From an optimization exercise on the open Yosys and OpenROAD flow, aimed at small area, a short achievable clock period and few clock cycles; shortcuts taken in it are not production practice. Function was checked by simulation only, so behaviour that the tests miss may differ from the original. Power and IR drop assume default switching activity.

$ cat constraint.sdc
create_clock -name core_clock -period 8.0 [get_ports {clk_i}]
set_input_delay 1.6000 -clock core_clock [delete_from_list [all_inputs] [get_ports {clk_i}]]
set_output_delay 1.6000 -clock core_clock [all_outputs]
set_load 0.01 [all_outputs]
$ cat run.sh
#!/bin/bash
# synth_recipe.tcl (not shown) runs the flow's synth.tcl, then flattens the netlist and writes it again
# the make line also repeats each setting of config.mk as NAME=value (left out here)
make -C /OpenROAD-flow-scripts/flow DESIGN_CONFIG=/design/flow/config.mk WORK_HOME=/design/flow/orfs CLKGATE_MAP_FILE= SYNTH_SCRIPT=/design/flow/synth_recipe.tcl finish
$ cat config.mk
export PLATFORM = sky130hd
export DESIGN_NAME = aether_engine
export DESIGN_NICKNAME = aether_engine
export VERILOG_FILES = /design/flow/design.v
export SDC_FILE = /design/flow/constraint.sdc
export NUM_CORES = 4
export LEC_CHECK = 0
export CAP_MARGIN = 20
export CORE_MARGIN = 2
export CORE_UTILIZATION = 55
export CTS_CLUSTER_DIAMETER = 75
export CTS_CLUSTER_SIZE = 26
export SETUP_SLACK_MARGIN = 4.6
export SLEW_MARGIN = 20
export TNS_END_PERCENT = 5
$ cat design.v
package aether_pkg;
  localparam int DATA_W    = 16;
  localparam int WGT_W     = 8;
  localparam int WGT_DEPTH = 36;   
  localparam int BUF_DEPTH = 64;
  localparam int MEM_DEPTH = 256;
  localparam int BANKS     = 8;    
  localparam logic [15:0] VERSN_VALUE = 16'h6C00;
  localparam logic [15:0] HWRID_VALUE = 16'hB2E9;
  localparam logic [3:0] OP_RDR  = 4'd1;
  localparam logic [3:0] OP_WRR  = 4'd2;
  localparam logic [3:0] OP_STRT = 4'd3;
  localparam logic [3:0] OP_CONT = 4'd4;
  localparam logic [3:0] OP_MOVE = 4'd5;
  localparam logic [3:0] OP_CWGT = 4'd6;
  localparam logic [3:0] OP_RDW  = 4'd7;
endpackage
`timescale 1ns/100ps
module aether_engine (
  input  logic        clk_i,
  input  logic        arst_n_i,
  input  logic [3:0]  instruction_i,
  input  logic [3:0]  param_1_i,
  input  logic [15:0] param_2_i,
  output logic [15:0] data_o,
  output logic        interrupt_o
);
  localparam int BANKS = aether_pkg::BANKS;
  logic [3:0]  op_q;
  logic [3:0]  sel_q;
  logic [15:0] arg_q;
  logic [35:0] wsel_q;    
  always_ff @(posedge clk_i or negedge arst_n_i)
  begin
    if (!arst_n_i)
      op_q <= '0;
    else
      op_q <= instruction_i;
  end
  always_ff @(posedge clk_i)
  begin
    sel_q  <= param_1_i;
    arg_q  <= param_2_i;
    wsel_q <= 36'(64'd1 << param_2_i[5:0]);
  end
  logic is_wr, is_cont;
  assign is_wr   = (op_q == aether_pkg::OP_WRR);
  assign is_cont = (op_q == aether_pkg::OP_CONT);
  logic [15:0] mstrt_q, mstrt_d;
  logic [15:0] mendd_q, mendd_d;
  logic [2:0]  bcfg1_q, bcfg1_d;    
  logic [5:0]  wptr_q;
  always_comb
  begin
    mstrt_d = mstrt_q;
    mendd_d = mendd_q;
    bcfg1_d = bcfg1_q;
    if (is_wr)
    begin
      case (sel_q)
        4'd2: mstrt_d = arg_q;
        4'd3: mendd_d = arg_q;
        4'd4: bcfg1_d = (arg_q > 16'd4) ? 3'd4 : arg_q[2:0];
        default: ;
      endcase
    end
  end
  always_ff @(posedge clk_i or negedge arst_n_i)
  begin
    if (!arst_n_i)
    begin
      mstrt_q <= '0;
      mendd_q <= '0;
      bcfg1_q <= 3'd4;
    end
    else
    begin
      mstrt_q <= mstrt_d;
      mendd_q <= mendd_d;
      bcfg1_q <= bcfg1_d;
    end
  end
  always_ff @(posedge clk_i or negedge arst_n_i)
  begin
    if (!arst_n_i)
      wptr_q <= '0;
    else if (op_q == aether_pkg::OP_STRT)
      wptr_q <= '0;
    else if (is_cont)
      wptr_q <= wptr_q + 6'd1;
  end
  logic [7:0] last_d, last_q;    
  logic [7:0] lastw_q;           
  logic [7:0] last;              
  logic [7:0] lastw_d;
  logic       wrm;               
  logic       z_q, zw_q;         
  logic [1:0] lend_d;            
  logic       busy_q, busy_d;
  logic       load_q;            
  logic [4:0] left_q;
  logic       fin_q;             
  logic [1:0] lchunk_q;          
  logic       early;             
  logic       early_q;
  logic       mearly;            
  logic       mearly_q;
  logic       start_move;
  logic       start_load;
  logic       do_move;
  logic       do_load;
  logic       doing;
  logic [4:0] left;
  logic       final_;
  logic       adv;               
  assign last_d = mendd_d[7:0] - mstrt_d[7:0];
  always_comb
  begin
    case (bcfg1_d)
      3'd1:    lend_d = 2'd0;
      3'd2:    lend_d = 2'd1;
      3'd3:    lend_d = 2'd1;
      default: lend_d = 2'd2;
    endcase
  end
  assign early = (instruction_i == aether_pkg::OP_CWGT) && !busy_q && !early_q &&
                 !(is_wr && (sel_q == 4'd2)) && (op_q != aether_pkg::OP_MOVE) &&
                 (bcfg1_d != 3'd0);
  assign mearly = (instruction_i == aether_pkg::OP_MOVE) && !busy_q && !early_q && !mearly_q &&
                  !(is_wr && (sel_q == 4'd2)) && !is_cont &&
                  (op_q != aether_pkg::OP_MOVE) && (op_q != aether_pkg::OP_CWGT);
  assign wrm     = is_wr && (sel_q == 4'd3);
  assign last    = wrm ? lastw_q : last_q;
  assign lastw_d = param_2_i[7:0] - mstrt_d[7:0];
  assign start_move = mearly || ((op_q == aether_pkg::OP_MOVE) && !mearly_q);
  assign start_load = early || ((op_q == aether_pkg::OP_CWGT) && !early_q && (bcfg1_q != 3'd0));
  assign do_move    = busy_q ? !load_q : start_move;
  assign do_load    = busy_q ? load_q  : start_load;
  assign doing      = busy_q || start_move || start_load;
  assign left       = busy_q ? left_q : (start_load ? 5'(lend_d) : last[7:3]);
  assign final_     = busy_q ? fin_q  : (start_load ? (lend_d == 2'd0) : (wrm ? zw_q : z_q));
  assign adv        = doing && !final_;
  always_ff @(posedge clk_i or negedge arst_n_i)
  begin
    if (!arst_n_i)
    begin
      busy_q      <= 1'b0;
      load_q      <= 1'b0;
      left_q      <= '0;
      fin_q       <= 1'b0;
      lchunk_q    <= '0;
      early_q     <= 1'b0;
      mearly_q    <= 1'b0;
      last_q      <= '0;
      lastw_q     <= '0;
      z_q         <= 1'b1;
      zw_q        <= 1'b1;
      interrupt_o <= 1'b0;
    end
    else
    begin
      busy_q      <= adv;
      if (doing)
        load_q    <= do_load;
      left_q      <= left - 5'd1;
      fin_q       <= (left == 5'd1);
      lchunk_q    <= adv ? lchunk_q + 2'd1 : 2'd0;
      early_q     <= early;
      mearly_q    <= mearly;
      last_q      <= last_d;
      lastw_q     <= lastw_d;
      z_q         <= (last_d[7:3] == 5'd0);
      zw_q        <= (lastw_d[7:3] == 5'd0);
      interrupt_o <= adv && (left != 5'd1);
    end
  end
  logic [31:0] row_q [BANKS];
  logic        tail  [BANKS];
  for (genvar b = 0; b < BANKS; b++)
  begin : g_row
    logic [2:0] off_d;
    logic       tail_q;
    logic       tailw_q;
    assign off_d   = 3'(b) - mstrt_d[2:0];
    assign tail[b] = wrm ? tailw_q : tail_q;
    always_ff @(posedge clk_i or negedge arst_n_i)
    begin
      if (!arst_n_i)
      begin
        tail_q  <= (b == 0);
        tailw_q <= (b == 0);
      end
      else
      begin
        tail_q  <= (off_d <= last_d[2:0]);
        tailw_q <= (off_d <= lastw_d[2:0]);
      end
    end
    always_ff @(posedge clk_i)
    begin
      if (adv)
        row_q[b] <= {row_q[b][30:0], row_q[b][31]};
      else
        row_q[b] <= 32'd1 << 5'(mstrt_d[7:3] + 5'(b < mstrt_d[2:0]));
    end
  end
  logic [15:0] bdat [BANKS];    
  logic [15:0] wdat [BANKS];    
  for (genvar b = 0; b < BANKS; b++)
  begin : g_buf
    logic [15:0] mem_q [8];
    logic [7:0]  csel_q;    
    always_ff @(posedge clk_i)
    begin
      if (adv)
        csel_q <= {csel_q[6:0], csel_q[7]};
      else
        csel_q <= 8'd1;
    end
    always_ff @(posedge clk_i)
    begin
      if (is_cont && (wptr_q[2:0] == 3'(b)))
        mem_q[wptr_q[5:3]] <= arg_q;
    end
    always_comb
    begin
      bdat[b] = '0;
      for (int r = 0; r < 8; r++)
        bdat[b] |= mem_q[r] & {16{csel_q[r]}};
    end
  end
  logic [2:0]  s;
  logic [2:0]  sw_q;
  logic [15:0] wrot1 [BANKS];
  logic [15:0] wrot2 [BANKS];
  assign s = mstrt_q[2:0];
  always_ff @(posedge clk_i or negedge arst_n_i)
  begin
    if (!arst_n_i)
      sw_q <= '0;
    else
      sw_q <= 3'd0 - mstrt_d[2:0];
  end
  for (genvar b = 0; b < BANKS; b++)
  begin : g_wdat
    assign wrot1[b] = sw_q[0] ? bdat[(b + 1) % 8]  : bdat[b];
    assign wrot2[b] = sw_q[1] ? wrot1[(b + 2) % 8] : wrot1[b];
    assign wdat[b]  = sw_q[2] ? wrot2[(b + 4) % 8] : wrot2[b];
  end
  logic [15:0] rdat [BANKS];    
  logic [15:0] rd_q [BANKS];    
  logic [15:0] ldat [BANKS];    
  for (genvar b = 0; b < BANKS; b++)
  begin : g_bank
    logic [15:0] mem_q [32];
    logic        we;
    assign we = do_move && (!final_ || tail[b]);
    for (genvar r = 0; r < 32; r++)
    begin : g_word
      always_ff @(posedge clk_i)
      begin
        if (we && row_q[b][r])
          mem_q[r] <= wdat[b];
      end
    end
    always_comb
    begin
      rdat[b] = '0;
      for (int r = 0; r < 32; r++)
        rdat[b] |= mem_q[r] & {16{row_q[b][r]}};
    end
  end
  for (genvar b = 0; b < BANKS; b++)
  begin : g_rd
    always_ff @(posedge clk_i)
    begin
      rd_q[b] <= rdat[b];
    end
  end
  logic [15:0] lrot1 [BANKS];
  logic [15:0] lrot2 [BANKS];
  for (genvar b = 0; b < BANKS; b++)
  begin : g_ldat
    assign lrot1[b] = s[0] ? rd_q[(b + 1) % 8]  : rd_q[b];
    assign lrot2[b] = s[1] ? lrot1[(b + 2) % 8] : lrot1[b];
    assign ldat[b]  = s[2] ? lrot2[(b + 4) % 8] : lrot2[b];
  end
  logic [7:0] wgt_q [aether_pkg::WGT_DEPTH];
  logic [7:0] wgt_d [aether_pkg::WGT_DEPTH];
  logic [3:0] vld_q;
  logic [5:0] total;
  logic       wpend_q;     
  logic [1:0] wchunk_q;
  assign total = 6'(bcfg1_q) * 6'd9;
  always_ff @(posedge clk_i or negedge arst_n_i)
  begin
    if (!arst_n_i)
    begin
      wpend_q  <= 1'b0;
      wchunk_q <= '0;
    end
    else
    begin
      wpend_q  <= do_load;
      wchunk_q <= lchunk_q;
    end
  end
  always_ff @(posedge clk_i or negedge arst_n_i)
  begin
    if (!arst_n_i)
      vld_q <= '0;
    else if (do_load)
      for (int g = 0; g < 4; g++)
        if (3'(g) < bcfg1_d)
          vld_q[g] <= 1'b1;
  end
  for (genvar i = 0; i < aether_pkg::WGT_DEPTH; i++)
  begin : g_wgt
    logic we;
    assign we       = wpend_q && (wchunk_q == 2'(i / 16)) && (6'(i) < total);
    assign wgt_d[i] = !we ? wgt_q[i] :
                      (i % 2 == 0) ? ldat[(i / 2) % 8][7:0] : ldat[(i / 2) % 8][15:8];
    always_ff @(posedge clk_i)
    begin
      wgt_q[i] <= wgt_d[i];
    end
  end
  logic [15:0] reg_rdata;
  logic [7:0]  wgt_rdata;
  always_comb
  begin
    case (sel_q)
      4'd0:    reg_rdata = aether_pkg::VERSN_VALUE;
      4'd1:    reg_rdata = aether_pkg::HWRID_VALUE;
      4'd2:    reg_rdata = mstrt_q;
      4'd3:    reg_rdata = mendd_q;
      4'd4:    reg_rdata = 16'(bcfg1_q);
      default: reg_rdata = '0;
    endcase
  end
  always_comb
  begin
    wgt_rdata = '0;
    for (int i = 0; i < aether_pkg::WGT_DEPTH; i++)
      wgt_rdata |= wgt_d[i] & {8{wsel_q[i] & vld_q[i / 9]}};
  end
  always_ff @(posedge clk_i or negedge arst_n_i)
  begin
    if (!arst_n_i)
      data_o <= '0;
    else if (op_q == aether_pkg::OP_RDR)
      data_o <= reg_rdata;
    else if (op_q == aether_pkg::OP_RDW)
      data_o <= {{8{wgt_rdata[7]}}, wgt_rdata};
  end
endmodule
==> results_dict.tcl, run 1 <==
set metrics [dict create \
    vdd_ir_drop_max_mv 0.378 \
    drv_slew 0 \
    synth-simple-area-share_pct 4.97 \
    fmax_ghz 0.271 \
    synth_cells 13500 \
    grtUsageMet3_pct 9.82 \
    end_kind "output pin" \
    worstPathRequired_ns 6.40 \
    drc 0 \
    crit_fanout 2 \
    vias 139000 \
    critical-path-slowest-cell "clkdlybuf4s50_1" \
    dieHeight_um 644 \
    synthMuxAreaShare_pct 3.88 \
    grtUsageMet2_pct 55.8 \
    fp.dieArea_um2 414000 \
    slew_headroom_pct 16.9 \
    grt_usage_pct 38.0 \
    setup.worst_path.class "flop to output pin" \
    numCtsBuffers 293 \
    synth_ff_type "edfxtp_1" \
    crit_path_start "data_o[0]$_DFFE_PN0P_" \
    synth-edff-count 5120 \
    wl_um 805000 \
    synth-xor-area-share_pct 0.245 \
    setup_viol 0 \
    hpwl_um 520000 \
    grt_max_degree 136 \
    grt_pass1_wl_um 1080000 \
    fin_tns_setup_ns 0 \
    syn_nets 13600 \
    cpPeakStageDelay_ns 0.60 \
    cts_max_level 5 \
    initial_core_util_pct 55.3 \
    grt_setup_unrepaired "yes" \
    yosys_warnings 22 \
    outcome "timing/DRC/antenna clean" \
    fin_area_um2 245000 \
    portBuffers 42 \
    synth.distinct_cells 95 \
    worstSetupStartpointType "flop" \
    ant_nets 0 \
    fin_worst_skew_ns 0.0601 \
    gp_congestion 1.01 \
    num_rows 234 \
    netlist_area_um2 225000 \
    min_period_over_period_pct 46.1 \
    gr-total-overflow 0 \
    clk_pin_slew_ns 0.10 \
    hold_path.class "flop to flop" \
    cp_top_family "buffers and inverters" \
    syn_to_final_growth_pct 8.71 \
    crit_chain "clkdlybuf4s50_1" \
    nNetsFinal 13500 \
    synth_fa_ha_area_share_pct 0.396 \
    core_region_area_um2 407000 \
    n_fill_cell 30000 \
    synth_top_family_by_area "compound AO/OA/AOI/OAI gates" \
    worst-path-buf-inv 1 \
    cellPowerDensity_nw_per_um2 323 \
    num_io_pins 43 \
    drt-pass1-iter-count 6 \
    cts_max_path_buffers 4 \
    async_reset_ff_share_pct 1.84 \
    synth.ff_latch_count 6023 \
    use_met1_pct 53.2 \
    drtIter0Drc 25900 \
    grt_pass1_vias 128000 \
    drive_above_1_share_pct 12.5 \
    clkLatencyLatePin_ns 1.01 \
    hold-worst-slack_ns 0.423 \
    root_buffer "clkbuf_16" \
    grt_antenna_before_repair 91 \
    cap_violations 0 \
    hold_buffers 0 \
    place_area_um2 232000 \
    worstHoldStart "lchunk_q[1]$_DFF_PN0_" \
    power.total_mw 78.9 \
    crit_arrival_ns 2.09 \
    die_w_um 644 \
    wl_per_cell_um 42.1 \
    cts.sink_count 6023 \
    p_leak_nw 76.8 \
    synth_compound_area_share_pct 12.1 \
    avgSynthCellArea_um2 16.7 \
    tightestPinTransition_ns 1.25 \
    ys_seq_area_share_pct 76.6 \
    worstReg2RegStart "op_q[3]$_DFF_PN0_" \
    hold_viol 0 \
    viasPerCell 7.25 \
    cts_tree "done" \
    fin_crit_ns 3.69 \
    busiest_layer "met2" \
]
-- Yosys cell counts (132+ instances only) --
master | count | share of area, %
a211oi_1 | 165 | 0.55
a21oi_1 | 462 | 1.0
a221oi_1 | 257 | 1.0
a22o_1 | 256 | 1.0
a22oi_1 | 2051 | 6.8
and2_1 | 324 | 0.90
buf_1 | 132 | 0.22
clkbuf_1 | 714 | 1.2
dfxtp_1 | 792 | 7.0
edfxtp_1 | 5120 | 68
mux2i_1 | 253 | 1.1
mux4_2 | 256 | 2.6
nand2_1 | 522 | 0.87
nand3_1 | 295 | 0.66
nand4_1 | 272 | 0.76
nor2_1 | 267 | 0.45
o31ai_1 | 237 | 0.79
or4_1 | 132 | 0.44
-- registers in the layout, indices dropped and copies added (netlist names), 15 cells and up --
name,flops
g_bank.mem_q,4096
data_o,16
rd_q,128
mstrt_q,15
row_q,256
g_buf.csel_q,64
mendd_q,16
g_buf.mem_q,1024
wgt_q,288
wsel_q,36
arg_q,16
-- worst paths after layout --
| path | to | slack (ns) | cells past startpoint |
|---|---|---|---|
| setup reg to reg | g_buf[6].mem_q[3][5]$_DFFE_PP_ | 4.41 | 6 |
| setup / recovery | data_o[0] | 4.31 | 1 |
| hold / removal | wchunk_q[1]$_DFF_PN0_ | 0.42 | 0 |
| max in group asynchronous | sw_q[0]$_DFF_PN0_ | 5.80 | 2 |
| hold reg to reg | wchunk_q[1]$_DFF_PN0_ | 0.42 | 0 |
| min in group asynchronous | wptr_q[1]$_DFFE_PN0P_ | 0.58 | 1 |
-- per-stage QoR --
step	cells	util [%]	worst slack, ns
after floorplan	13500	-	4.34
after global routing	19100	60.1	4.31
final	19100	60.1	4.31
after CTS	19000	59.9	4.27
after detailed placement	18400	57.0	2.17
after global placement	18400	57.0	2.13
-- placed cells by master, fill, tap and decap left out, drive strengths merged, types with 11 or more instances in the layout --
cell type,instances
nand2b,19
a22oi,2051
or4,132
clkinv,35
a221oi,257
nand2,524
buf,527
and2,348
nor2,267
o21ai,45
nor4,21
o31ai,238
dfrtp,106
mux4,256
a31oi,23
nand4,273
ha,68
mux2i,265
clkbuf,427
and4,130
nand3,295
a211oi,165
dfxtp,792
a32oi,11
a22o,256
xnor2,54
clkdlybuf4s50,27
diode,100
a21oi,471
dlygate4sd2,12
o41ai,21
o211ai,12
a21o,23
edfxtp,5120
mux2,18
nor3,13
nor2b,33
inv,93
clkinvlp,11
a2111oi,31
-- repair_timing --
| item | in CTS | in global routing |
|---|---|---|
| setup endpoints to repair | 7316 | 6448 |
| gates cloned | 24 | 13 |
| pin swaps | 21 | 7 |
| buffers inserted | 95 | 17 |
| resized for setup | 312 | 141 |
-- cells by family after synthesis --
| logic type | after synthesis |
|---|---|
| flops | 6023 |
| compound gates | 3675 |
| simple gates | 2070 |
| buf+inv | 1022 |
| mux | 539 |
| fa+ha+maj | 70 |
| xor+xnor | 63 |
-- per-layer routing --
layer  wire length, um  part of all wire, %
met5               557                0.069
met4             48600                  6.0
met3            109000                   14
met2            352000                   44
met1            295000                   37
-- area by class of cell --
| cell class | count | area [um2] | area share, % |
|---|---|---|---|
| antenna | 100 | 250 | 0.102 |
| timing repair buffer | 577 | 5600 | 2.29 |
| inverter | 56 | 256 | 0.105 |
| timing repair inverter | 3 | 76.3 | 0.0312 |
| clock inverter | 86 | 1020 | 0.418 |
| tap | 5428 | 6790 | 2.78 |
| multi-input combinational | 6442 | 50100 | 20.5 |
| sequential | 6023 | 172000 | 70.5 |
| clock buffer | 423 | 8100 | 3.31 |
-- power by group --
part	leakage (nW)	internal (mW)	switching [mW]
sequential	54.1	39.8	2.14
combinational	18.4	4.30	15.0
clock	4.39	7.53	10.2
total	76.8	51.6	27.3
Testbench counts, summed over its fixed seeds: cycles 5,495.
==> run 2, diff against run 1 <==
--- a/design.v
+++ b/design.v
@@ -49,6 +49,7 @@
   logic [15:0] mstrt_q, mstrt_d;
   logic [15:0] mendd_q, mendd_d;
   logic [2:0]  bcfg1_q, bcfg1_d;    
+  logic [2:0]  bcfgw_q;             
   logic [5:0]  wptr_q;
   always_comb
   begin
@@ -60,7 +61,7 @@
       case (sel_q)
         4'd2: mstrt_d = arg_q;
         4'd3: mendd_d = arg_q;
-        4'd4: bcfg1_d = (arg_q > 16'd4) ? 3'd4 : arg_q[2:0];
+        4'd4: bcfg1_d = bcfgw_q;
         default: ;
       endcase
     end
@@ -72,27 +73,48 @@
       mstrt_q <= '0;
       mendd_q <= '0;
       bcfg1_q <= 3'd4;
+      bcfgw_q <= 3'd4;
     end
     else
     begin
       mstrt_q <= mstrt_d;
       mendd_q <= mendd_d;
       bcfg1_q <= bcfg1_d;
+      bcfgw_q <= (param_2_i > 16'd4) ? 3'd4 : param_2_i[2:0];
     end
   end
+  logic [5:0] wptr_d;
+  logic [7:0] bwe_q;     
+  logic [7:0] brow_q;    
+  always_comb
+  begin
+    wptr_d = wptr_q;
+    if (op_q == aether_pkg::OP_STRT)
+      wptr_d = '0;
+    else if (is_cont)
+      wptr_d = wptr_q + 6'd1;
+  end
   always_ff @(posedge clk_i or negedge arst_n_i)
   begin
     if (!arst_n_i)
+    begin
       wptr_q <= '0;
-    else if (op_q == aether_pkg::OP_STRT)
-      wptr_q <= '0;
-    else if (is_cont)
-      wptr_q <= wptr_q + 6'd1;
+      bwe_q  <= '0;
+      brow_q <= '0;
+    end
+    else
+    begin
+      wptr_q <= wptr_d;
+      bwe_q  <= (instruction_i == aether_pkg::OP_CONT) ? 8'd1 << wptr_d[2:0] : 8'd0;
+      brow_q <= 8'd1 << wptr_d[5:3];
+    end
   end
   logic [7:0] last_d, last_q;    
   logic [7:0] lastw_q;           
   logic [7:0] last;              
   logic [7:0] lastw_d;
+  logic [7:0] lasts_q;           
+  logic       wrs;               
   logic       wrm;               
   logic       z_q, zw_q;         
   logic [1:0] lend_d;            
@@ -112,8 +134,9 @@
   logic       doing;
   logic [4:0] left;
   logic       final_;
+  logic       mv_final;          
   logic       adv;               
-  assign last_d = mendd_d[7:0] - mstrt_d[7:0];
+  assign last_d = wrs ? lasts_q : (wrm ? lastw_q : last_q);
   always_comb
   begin
     case (bcfg1_d)
@@ -129,6 +152,7 @@
   assign mearly = (instruction_i == aether_pkg::OP_MOVE) && !busy_q && !early_q && !mearly_q &&
                   !(is_wr && (sel_q == 4'd2)) && !is_cont &&
                   (op_q != aether_pkg::OP_MOVE) && (op_q != aether_pkg::OP_CWGT);
+  assign wrs     = is_wr && (sel_q == 4'd2);
   assign wrm     = is_wr && (sel_q == 4'd3);
   assign last    = wrm ? lastw_q : last_q;
   assign lastw_d = param_2_i[7:0] - mstrt_d[7:0];
@@ -140,6 +164,7 @@
   assign left       = busy_q ? left_q : (start_load ? 5'(lend_d) : last[7:3]);
   assign final_     = busy_q ? fin_q  : (start_load ? (lend_d == 2'd0) : (wrm ? zw_q : z_q));
   assign adv        = doing && !final_;
+  assign mv_final   = busy_q ? fin_q : (wrm ? zw_q : z_q);
   always_ff @(posedge clk_i or negedge arst_n_i)
   begin
     if (!arst_n_i)
@@ -153,6 +178,7 @@
       mearly_q    <= 1'b0;
       last_q      <= '0;
       lastw_q     <= '0;
+      lasts_q     <= '0;
       z_q         <= 1'b1;
       zw_q        <= 1'b1;
       interrupt_o <= 1'b0;
@@ -169,6 +195,7 @@
       mearly_q    <= mearly;
       last_q      <= last_d;
       lastw_q     <= lastw_d;
+      lasts_q     <= mendd_d[7:0] - param_2_i[7:0];
       z_q         <= (last_d[7:3] == 5'd0);
       zw_q        <= (lastw_d[7:3] == 5'd0);
       interrupt_o <= adv && (left != 5'd1);
@@ -176,6 +203,34 @@
   end
   logic [31:0] row_q [BANKS];
   logic        tail  [BANKS];
+  logic [31:0] base0_d;          
+  logic [31:0] base1_d;          
+  logic [31:0] oh_q;             
+  logic [31:0] ohs_q;            
+  logic [7:0]  lt_q;             
+  logic [7:0]  lts_q;            
+  always_ff @(posedge clk_i or negedge arst_n_i)
+  begin
+    if (!arst_n_i)
+    begin
+      oh_q  <= 32'd1;
+      ohs_q <= 32'd1;
+      lt_q  <= '0;
+      lts_q <= '0;
+    end
+    else
+    begin
+      oh_q  <= base0_d;
+      ohs_q <= 32'd1 << param_2_i[7:3];
+      for (int b = 0; b < BANKS; b++)
+      begin
+        lt_q[b]  <= (3'(b) < mstrt_d[2:0]);
+        lts_q[b] <= (3'(b) < param_2_i[2:0]);
+      end
+    end
+  end
+  assign base0_d = wrs ? ohs_q : oh_q;
+  assign base1_d = {base0_d[30:0], base0_d[31]};
   for (genvar b = 0; b < BANKS; b++)
   begin : g_row
     logic [2:0] off_d;
@@ -201,7 +256,7 @@
       if (adv)
         row_q[b] <= {row_q[b][30:0], row_q[b][31]};
       else
-        row_q[b] <= 32'd1 << 5'(mstrt_d[7:3] + 5'(b < mstrt_d[2:0]));
+        row_q[b] <= (wrs ? lts_q[b] : lt_q[b]) ? base1_d : base0_d;
     end
   end
   logic [15:0] bdat [BANKS];    
@@ -217,10 +272,13 @@
       else
         csel_q <= 8'd1;
     end
-    always_ff @(posedge clk_i)
-    begin
-      if (is_cont && (wptr_q[2:0] == 3'(b)))
-        mem_q[wptr_q[5:3]] <= arg_q;
+    for (genvar r = 0; r < 8; r++)
+    begin : g_word
+      always_ff @(posedge clk_i)
+      begin
+        if (bwe_q[b] && brow_q[r])
+          mem_q[r] <= arg_q;
+      end
     end
     always_comb
     begin
@@ -254,7 +312,7 @@
   begin : g_bank
     logic [15:0] mem_q [32];
     logic        we;
-    assign we = do_move && (!final_ || tail[b]);
+    assign we = do_move && (!mv_final || tail[b]);
     for (genvar r = 0; r < 32; r++)
     begin : g_word
       always_ff @(posedge clk_i)
==> flow/run.sh (new file) <==
#!/bin/bash
# The standard layout (standard.sh, all steps from synthesis to finish), with
# one change: after the placement resize step, every buffer that the flow put
# on a signal port is made a buf_4 (flow/ports.tcl), in place of the small
# delay buffers the port buffering picks. The full output of the make run is
# in standard.log; each ORFS step keeps its own log under orfs/logs/.
set -euo pipefail
export POST_RESIZE_TCL="$PWD/flow/ports.tcl"
bash standard.sh > standard.log 2>&1
==> flow/ports.tcl (new file) <==
# Run after the placement resize step (POST_RESIZE_TCL): every buffer on a
# signal port (not the clock) becomes a buf_4.
set block [ord::get_db_block]
set n 0
foreach bterm [$block getBTerms] {
  if {[$bterm getName] eq "clk_i"} { continue }
  set net [$bterm getNet]
  if {$net eq "NULL"} { continue }
  foreach iterm [$net getITerms] {
    set inst [$iterm getInst]
    set m [[$inst getMaster] getName]
    if {[regexp {^sky130_fd_sc_hd__(clkdlybuf4s|dlygate4sd|buf_|clkbuf_)} $m] && $m ne "sky130_fd_sc_hd__buf_4"} {
      replace_cell [$inst getName] sky130_fd_sc_hd__buf_4
      incr n
    }
  }
}
puts "ports.tcl: replaced $n port buffers with buf_4"
==> standard.sh (new file) <==
#!/bin/bash
# synth_recipe.tcl (not shown) runs the flow's synth.tcl, then flattens the netlist and writes it again
# the make line also repeats each setting of config.mk as NAME=value (left out here)
make -C /OpenROAD-flow-scripts/flow DESIGN_CONFIG=/design/flow/config.mk WORK_HOME=/design/flow/orfs CLKGATE_MAP_FILE= SYNTH_SCRIPT=/design/flow/synth_recipe.tcl "${@:-finish}"
--- a/config.mk
+++ b/config.mk
@@ -10,6 +10,6 @@
 export CORE_UTILIZATION = 55
 export CTS_CLUSTER_DIAMETER = 75
 export CTS_CLUSTER_SIZE = 26
-export SETUP_SLACK_MARGIN = 4.6
+export SETUP_SLACK_MARGIN = 4.7
 export SLEW_MARGIN = 20
 export TNS_END_PERCENT = 5
removed: run.sh
==> results_dict.tcl, run 2 <==
set metrics [dict create \
    viasPerCell 7.27 \
    cts_max_level 5 \
    clkLatencyLatePin_ns 1.03 \
    netlist_area_um2 228000 \
    n_fill_cell 30500 \
    numCtsBuffers 301 \
    root_buffer "clkbuf_16" \
    drt-pass1-iter-count 9 \
    die_w_um 648 \
    grt_pass1_vias 131000 \
    wl_um 883000 \
    crit_arrival_ns 4.28 \
    worstSetupStartpointType "flop" \
    avgSynthCellArea_um2 16.1 \
    synth.ff_latch_count 6133 \
    grt_setup_unrepaired "yes" \
    place_area_um2 236000 \
    synth-edff-count 5120 \
    hold_path.class "flop to flop" \
    crit_fanout 32 \
    fin_area_um2 251000 \
    tightestPinTransition_ns 1.27 \
    end_kind "flop" \
    synth_most_common_cell "edfxtp_1" \
    layout_commonest_cell "edfxtp_1" \
    grt_antenna_before_repair 105 \
    drive_above_1_share_pct 13.7 \
    fin_tns_setup_ns 0 \
    synth_ff_type "edfxtp_1" \
    hold-worst-slack_ns 0.406 \
    nNetsFinal 14300 \
    grt_pass1_wl_um 1160000 \
    num_io_pins 43 \
    core_region_area_um2 413000 \
    async_reset_ff_share_pct 3.60 \
    cellPowerDensity_nw_per_um2 393 \
    fmax_ghz 0.278 \
    num_rows 236 \
    synth_cells 14200 \
    drtIter0Drc 27100 \
    fp.dieArea_um2 420000 \
    synthTopCellsByArea "edfxtp_1, dfxtp_1, a22oi_1" \
    fin_worst_skew_ns 0.0510 \
    wl_per_cell_um 44.1 \
    clk_pin_slew_ns 0.10 \
    slew_headroom_pct 15.2 \
    vias 146000 \
    cap_violations 0 \
    regMostFlops "g_bank.mem_q" \
    reg.largest.list "g_bank.mem_q: 4096 flops, g_buf.mem_q: 1024 flops, wgt_q: 288 flops" \
    synth_top_area_share_pct 67.4 \
    grt_max_degree 170 \
    largest_register_ffs 4096 \
    synthTopCellsByCount "edfxtp_1, a22oi_1, nor2_1" \
    gr-total-overflow 0 \
    ys_seq_area_share_pct 76.7 \
    gp_congestion 1.03 \
    hold_viol 0 \
    ant_nets 0 \
    cts_max_path_buffers 4 \
    fin_crit_ns 3.60 \
    synth_largest_area_cell "edfxtp_1" \
    drv_slew 0 \
    vdd_ir_drop_max_mv 0.472 \
    p_leak_nw 81.7 \
    hpwl_um 564000 \
    grt_usage_pct 40.9 \
    synth.distinct_cells 90 \
    worstPathRequired_ns 8.69 \
    initial_core_util_pct 55.2 \
    final_cell_mix "edfxtp_1, a22oi_1, nor2_1" \
    yosys_warnings 30 \
    drc 0 \
    portBuffers 42 \
    power.total_mw 98.6 \
    dieHeight_um 648 \
    outcome "timing/DRC/antenna clean" \
    setup_viol 0 \
    cts.sink_count 6133 \
    setup.worst_path.class "flop to flop" \
    syn_to_final_growth_pct 9.82 \
    min_period_over_period_pct 45.0 \
    syn_nets 14300 \
    cts_tree "done" \
]
## run 2: changes by cell type after synthesis, moves of 86 or more
| cell | previous run | this run |
|---|---|---|
| nor2_1 | 267 | 844 |
| o21ai_0 | 45 | 304 |
| o31ai_1 | 237 | 6 |
| mux2i_1 | 253 | 143 |
| a211oi_1 | 165 | 57 |
| dfrtp_1 | 106 | 213 |
| and2_1 | 324 | 410 |
## run 2: cell families after synthesis
| kind of cell | synth area share (%) |
|---|---|
| XOR/XNOR | 0.105 |
| AO/OA/AOI/OAI | 11.6 |
| multiplexers | 3.37 |
| flip-flops | 76.7 |
| adder cells (fa/ha/maj) | 0.303 |
| AND/OR/NAND/NOR | 6.00 |
| buffers and inverters | 1.89 |
## run 2: final timing paths
path / from / endpoint / slack [ns] / cells past startpoint
max: g_buf[4].csel_q[3]$_SDFF_PN0_ / g_bank[1].mem_q[20][7]$_DFFE_PP_ / 4.40 / 5
min reg2reg: lchunk_q[1]$_DFF_PN0_ / wchunk_q[1]$_DFF_PN0_ / 0.41 / 0
max in group asynchronous: arst_n_i / mstrt_q[1]$_DFF_PN0_ / 5.82 / 2
min: lchunk_q[1]$_DFF_PN0_ / wchunk_q[1]$_DFF_PN0_ / 0.41 / 0
min in group asynchronous: arst_n_i / oh_q[6]$_DFF_PN0_ / 0.67 / 1
max reg2reg: g_buf[4].csel_q[3]$_SDFF_PN0_ / g_bank[1].mem_q[20][7]$_DFFE_PP_ / 4.40 / 5
## run 2: per-layer routing
metal  up-vias  GRT usage (%)  wire length (um)
met5         -              0               377
met4        54           20.8             58200
met3      1960           10.9            121000
met2     12000           59.7            381000
met1     74700           56.9            322000
li1      56800              -                 -
## run 2: area by class of cell
cell class              instances  area (um2)  share of cell area, %
flip-flops and latches       6133      175000                   69.9
clock inverters                91         992                  0.396
well taps                    5474        6850                   2.73
repair buffers                720        7710                   3.08
multi-input cells            6995       50900                   20.3
inverters                      88         369                  0.147
clock buffers                 394        8220                   3.28
diodes                        134         335                  0.134
## run 2: report_power, final
part	internal (mW)	total [mW]	switching, mW
sequential	45.2	48.7	3.46
clock	7.60	18.0	10.4
combinational	7.58	31.9	24.3
## run 2: timing repair
| action | CTS | global route |
|---|---|---|
| gates resized for setup | 261 | 295 |
| endpoints found under the hold margin | 0 | 0 |
| hold buffers | 0 | 0 |
| setup endpoints to repair | 8530 | 8462 |
| buffers inserted | 164 | 64 |
| pin swaps | 14 | 22 |
| cloned | 22 | 28 |
## run 2: critical path, stage by stage (launching register included)
cell and delay (ns):
dfxtp_1 1.05, a22oi_1 0.20, and4_1 0.32, a21oi_1 0.64
mux4_2 0.41, buf_4 0.50
## run 2: metrics by stage
step | std cells | util (%) | worst slack, ns
finish | 20000 | 60.7 | 4.40
detailed placement | 19100 | 57.0 | 2.61
floorplan | 14200 | - | 4.45
global placement | 19100 | 57.0 | 2.13
global route | 19900 | 60.6 | 4.49
CTS | 19800 | 60.1 | 4.29
Testbench counts of run 2, summed over its fixed seeds: cycles 5,495.
==> run 3, diff against run 2 <==
--- a/config.mk
+++ b/config.mk
@@ -10,6 +10,6 @@
 export CORE_UTILIZATION = 55
 export CTS_CLUSTER_DIAMETER = 75
 export CTS_CLUSTER_SIZE = 26
-export SETUP_SLACK_MARGIN = 4.7
+export SETUP_SLACK_MARGIN = 4.9
 export SLEW_MARGIN = 20
 export TNS_END_PERCENT = 5
==> results_dict.tcl, run 3 <==
set metrics [dict create \
    outcome "timing/DRC/antenna clean" \
    core_region_area_um2 413000 \
    syn_to_final_growth_pct 11.7 \
    grt_max_degree 120 \
    cellPowerDensity_nw_per_um2 394 \
    grt_pass1_wl_um 1180000 \
    setup.worst_path.class "flop to flop" \
    yosys_warnings 30 \
    synthTopCellsByCount "edfxtp_1, a22oi_1, nor2_1" \
    drtIter0Drc 29300 \
    fin_worst_skew_ns 0.0660 \
    syn_nets 14300 \
    ant_nets 0 \
    synth_largest_area_cell "edfxtp_1" \
    drive_above_1_share_pct 15.8 \
    hpwl_um 553000 \
    hold_path.class "flop to flop" \
    p_int_mw 61.4 \
    synth-edff-count 5120 \
    switching_share_pct 38.9 \
    cts_max_level 5 \
    gp_congestion 1.01 \
    clkLatencyLatePin_ns 1.04 \
    wl_um 900000 \
    final_cell_mix "edfxtp_1, a22oi_1, nor2_1" \
    final.setup.worst_slack_ns 4.54 \
    synthTopCellsByArea "edfxtp_1, dfxtp_1, a22oi_1" \
    drt-pass1-iter-count 8 \
    setup_viol 0 \
    wl_per_cell_um 44.4 \
    fin_tns_setup_ns 0 \
    cts_tree "done" \
    portBuffers 42 \
    cts.sink_count 6133 \
    worstPathRequired_ns 8.86 \
    grt_usage_pct 41.6 \
    synth_most_common_cell "edfxtp_1" \
    layout_commonest_cell "edfxtp_1" \
    hold_viol 0 \
    grt_pass1_vias 135000 \
    min_period_over_period_pct 43.2 \
    dieHeight_um 648 \
    tightestPinTransition_ns 1.28 \
    fp.dieArea_um2 420000 \
    drc 0 \
    avgSynthCellArea_um2 16.1 \
    netlist_area_um2 228000 \
    power.share.sequential_pct 48.4 \
    combPwrFrac_pct 33.7 \
    reg.largest.list "g_bank.mem_q: 4096 flops, g_buf.mem_q: 1024 flops, wgt_q: 288 flops" \
    gr-total-overflow 0 \
    synth.distinct_cells 90 \
    fmax_ghz 0.289 \
    num_io_pins 43 \
    end_kind "flop" \
    die_w_um 648 \
    num_rows 236 \
    cap_violations 0 \
    synth.ff_latch_count 6133 \
    p_leak_nw 83.2 \
    async_reset_ff_share_pct 3.60 \
    synth_ff_type "edfxtp_1" \
    initial_core_util_pct 55.2 \
    vias 148000 \
    crit_arrival_ns 4.32 \
    crit_fanout 15 \
    nNetsFinal 14500 \
    vdd_ir_drop_max_mv 0.388 \
    drv_slew 0 \
    regMostFlops "g_bank.mem_q" \
    grt_antenna_before_repair 156 \
    ys_seq_area_share_pct 76.7 \
    p_switching_mw 39.1 \
    clk_pin_slew_ns 0.10 \
    dp_slack_ns 2.92 \
    synth_top_area_share_pct 67.4 \
    slew_headroom_pct 15.0 \
    synth_cells 14200 \
    root_buffer "clkbuf_16" \
    largest_register_ffs 4096 \
    viasPerCell 7.32 \
    numCtsBuffers 299 \
    cts_max_path_buffers 4 \
    worstSetupStartpointType "flop" \
    clkPwrFrac_pct 18.0 \
    fin_crit_ns 3.46 \
    grt_setup_unrepaired "yes" \
]
## run 3: cell count changes in the layout (fill, tap and decap cells not counted), sizes merged, moves of 6 or more
cell / change
clkinvlp: +11
clkinv: +6
clkbuf: -12
buf: +152
bufbuf: +8
diode: +36
mux4: +24
inv: -13
and2: +12
## run 3: layout make-up
type | instances | area [um2]
Antenna cell | 170 | 425
Clock buffer | 396 | 8190
Clock inverter | 97 | 1080
Fill cell | 30000 | 158000
Inverter | 88 | 407
Multi-Input combinational cell | 7032 | 52400
Sequential cell | 6133 | 175000
Tap cell | 5474 | 6850
Timing Repair Buffer | 866 | 10200
## run 3: critical path: stages (launching register included)
cell       delay [ns]
dfrtp_4          0.58
buf_12           0.16
bufbuf_16        0.29
or2_2            0.43
o221ai_1         0.42
a211oi_1         0.25
a2111oi_1        0.44
nand4_1          0.22
nor4_4           0.41
a21oi_1          0.12
## run 3: final timing paths
| path | from | to | slack [ns] | cells past startpoint |
|---|---|---|---|---|
| max in group asynchronous | arst_n_i | data_o[5]$_DFFE_PN0P_ | 5.30 | 3 |
| min in group asynchronous | arst_n_i | bwe_q[0]$_DFF_PN0_ | 0.66 | 1 |
| min | lchunk_q[1]$_DFF_PN0_ | wchunk_q[1]$_DFF_PN0_ | 0.42 | 0 |
| max reg2reg | mstrt_q[1]$_DFF_PN0_ | data_o[4]$_DFFE_PN0P_ | 4.54 | 9 |
| min reg2reg | lchunk_q[1]$_DFF_PN0_ | wchunk_q[1]$_DFF_PN0_ | 0.42 | 0 |
| max | mstrt_q[1]$_DFF_PN0_ | data_o[4]$_DFFE_PN0P_ | 4.54 | 9 |
## run 3: cell families (layout without fill, tap and decap cells)
kind of cell | after synthesis | count (layout) | share of synthesized area (%)
xor gates and xnor gates | 24 | 24 | 0.105
muxes | 465 | 498 | 3.37
AOI/OAI and AO/OA | 3697 | 3697 | 11.6
DFF | 6133 | 6133 | 76.7
and+or+nand+nor | 2729 | 2759 | 6.00
buffers and inverters | 1075 | 1447 | 1.89
other | 0 | 170 | 0
adders and majority gates | 54 | 54 | 0.303
## run 3: power by group through the flow
| stage | Combinational [mW] | Sequential [mW] | Clock, mW |
|---|---|---|---|
| final | 33.8 | 48.6 | 18.1 |
| after global routing | 33.9 | 48.9 | 19.1 |
| after CTS | 31.5 | 48.4 | 18.1 |
| after detailed placement | 28.3 | 49.2 | 0 |
| after global placement | 27.8 | 49.1 | 0 |
| after floorplan | 14.4 | 46.7 | 0 |
## run 3: timing repair
action | in CTS | in global routing
cloned | 79 | 15
hold buffers | 0 | 0
gates resized for setup | 690 | 128
setup buffers | 356 | 32
pin swaps | 64 | 10
endpoints found under the setup margin | 8742 | 8562
## run 3: per-layer routing
metal	track usage [%]	routed length (um)
met5	0	406
met4	23.0	63500
met3	13.2	128000
met2	61.1	391000
met1	55.5	317000
## run 3: stage by stage
stage	util (%)	total power, mW	hold slack (ns)	std cells	area (um2)
finish	61.7	100	0.419	20300	255000
global route	61.6	102	0.428	20100	255000
CTS	61.3	98.0	0.415	20000	253000
detailed placement	57.0	77.5	0.394	19100	235000
global placement	57.0	76.9	0.393	19100	236000
floorplan	-	61.2	0.373	14200	229000

[re-timing with driven ports]
In the flow no input, the clock included, has a driving cell. The finished layouts below were timed again as built, in two steps.
Step 1 assumes that a clkbuf_16 drives the clock port and a buf_2 every other input.
Step 2 also shifts input and output timing later by t, the mid clock arrival at the registers, as if the neighbouring blocks saw the same clock.
Three values: no drivers, after step 1, after step 2; two values: the first two.
run | t (ns) | slack for setup (ns) | hold slack, ns | worst setup path at the end
run 1 | 1.113 | 4.310 / 4.180 / 3.360 | 0.423 / 0.423 / 0.423 | input to register
run 2 | 1.114 | 4.403 / 4.344 / 3.397 | 0.406 / 0.406 / 0.406 | input to register
run 3 | 1.132 | 4.542 / 4.493 / 3.562 | 0.419 / 0.419 / 0.419 | input to register
After both steps every run listed still meets setup and hold. The setup slack of run 2, which loses most, moves by -0.059 ns with the drivers and by -1.006 ns with both steps.
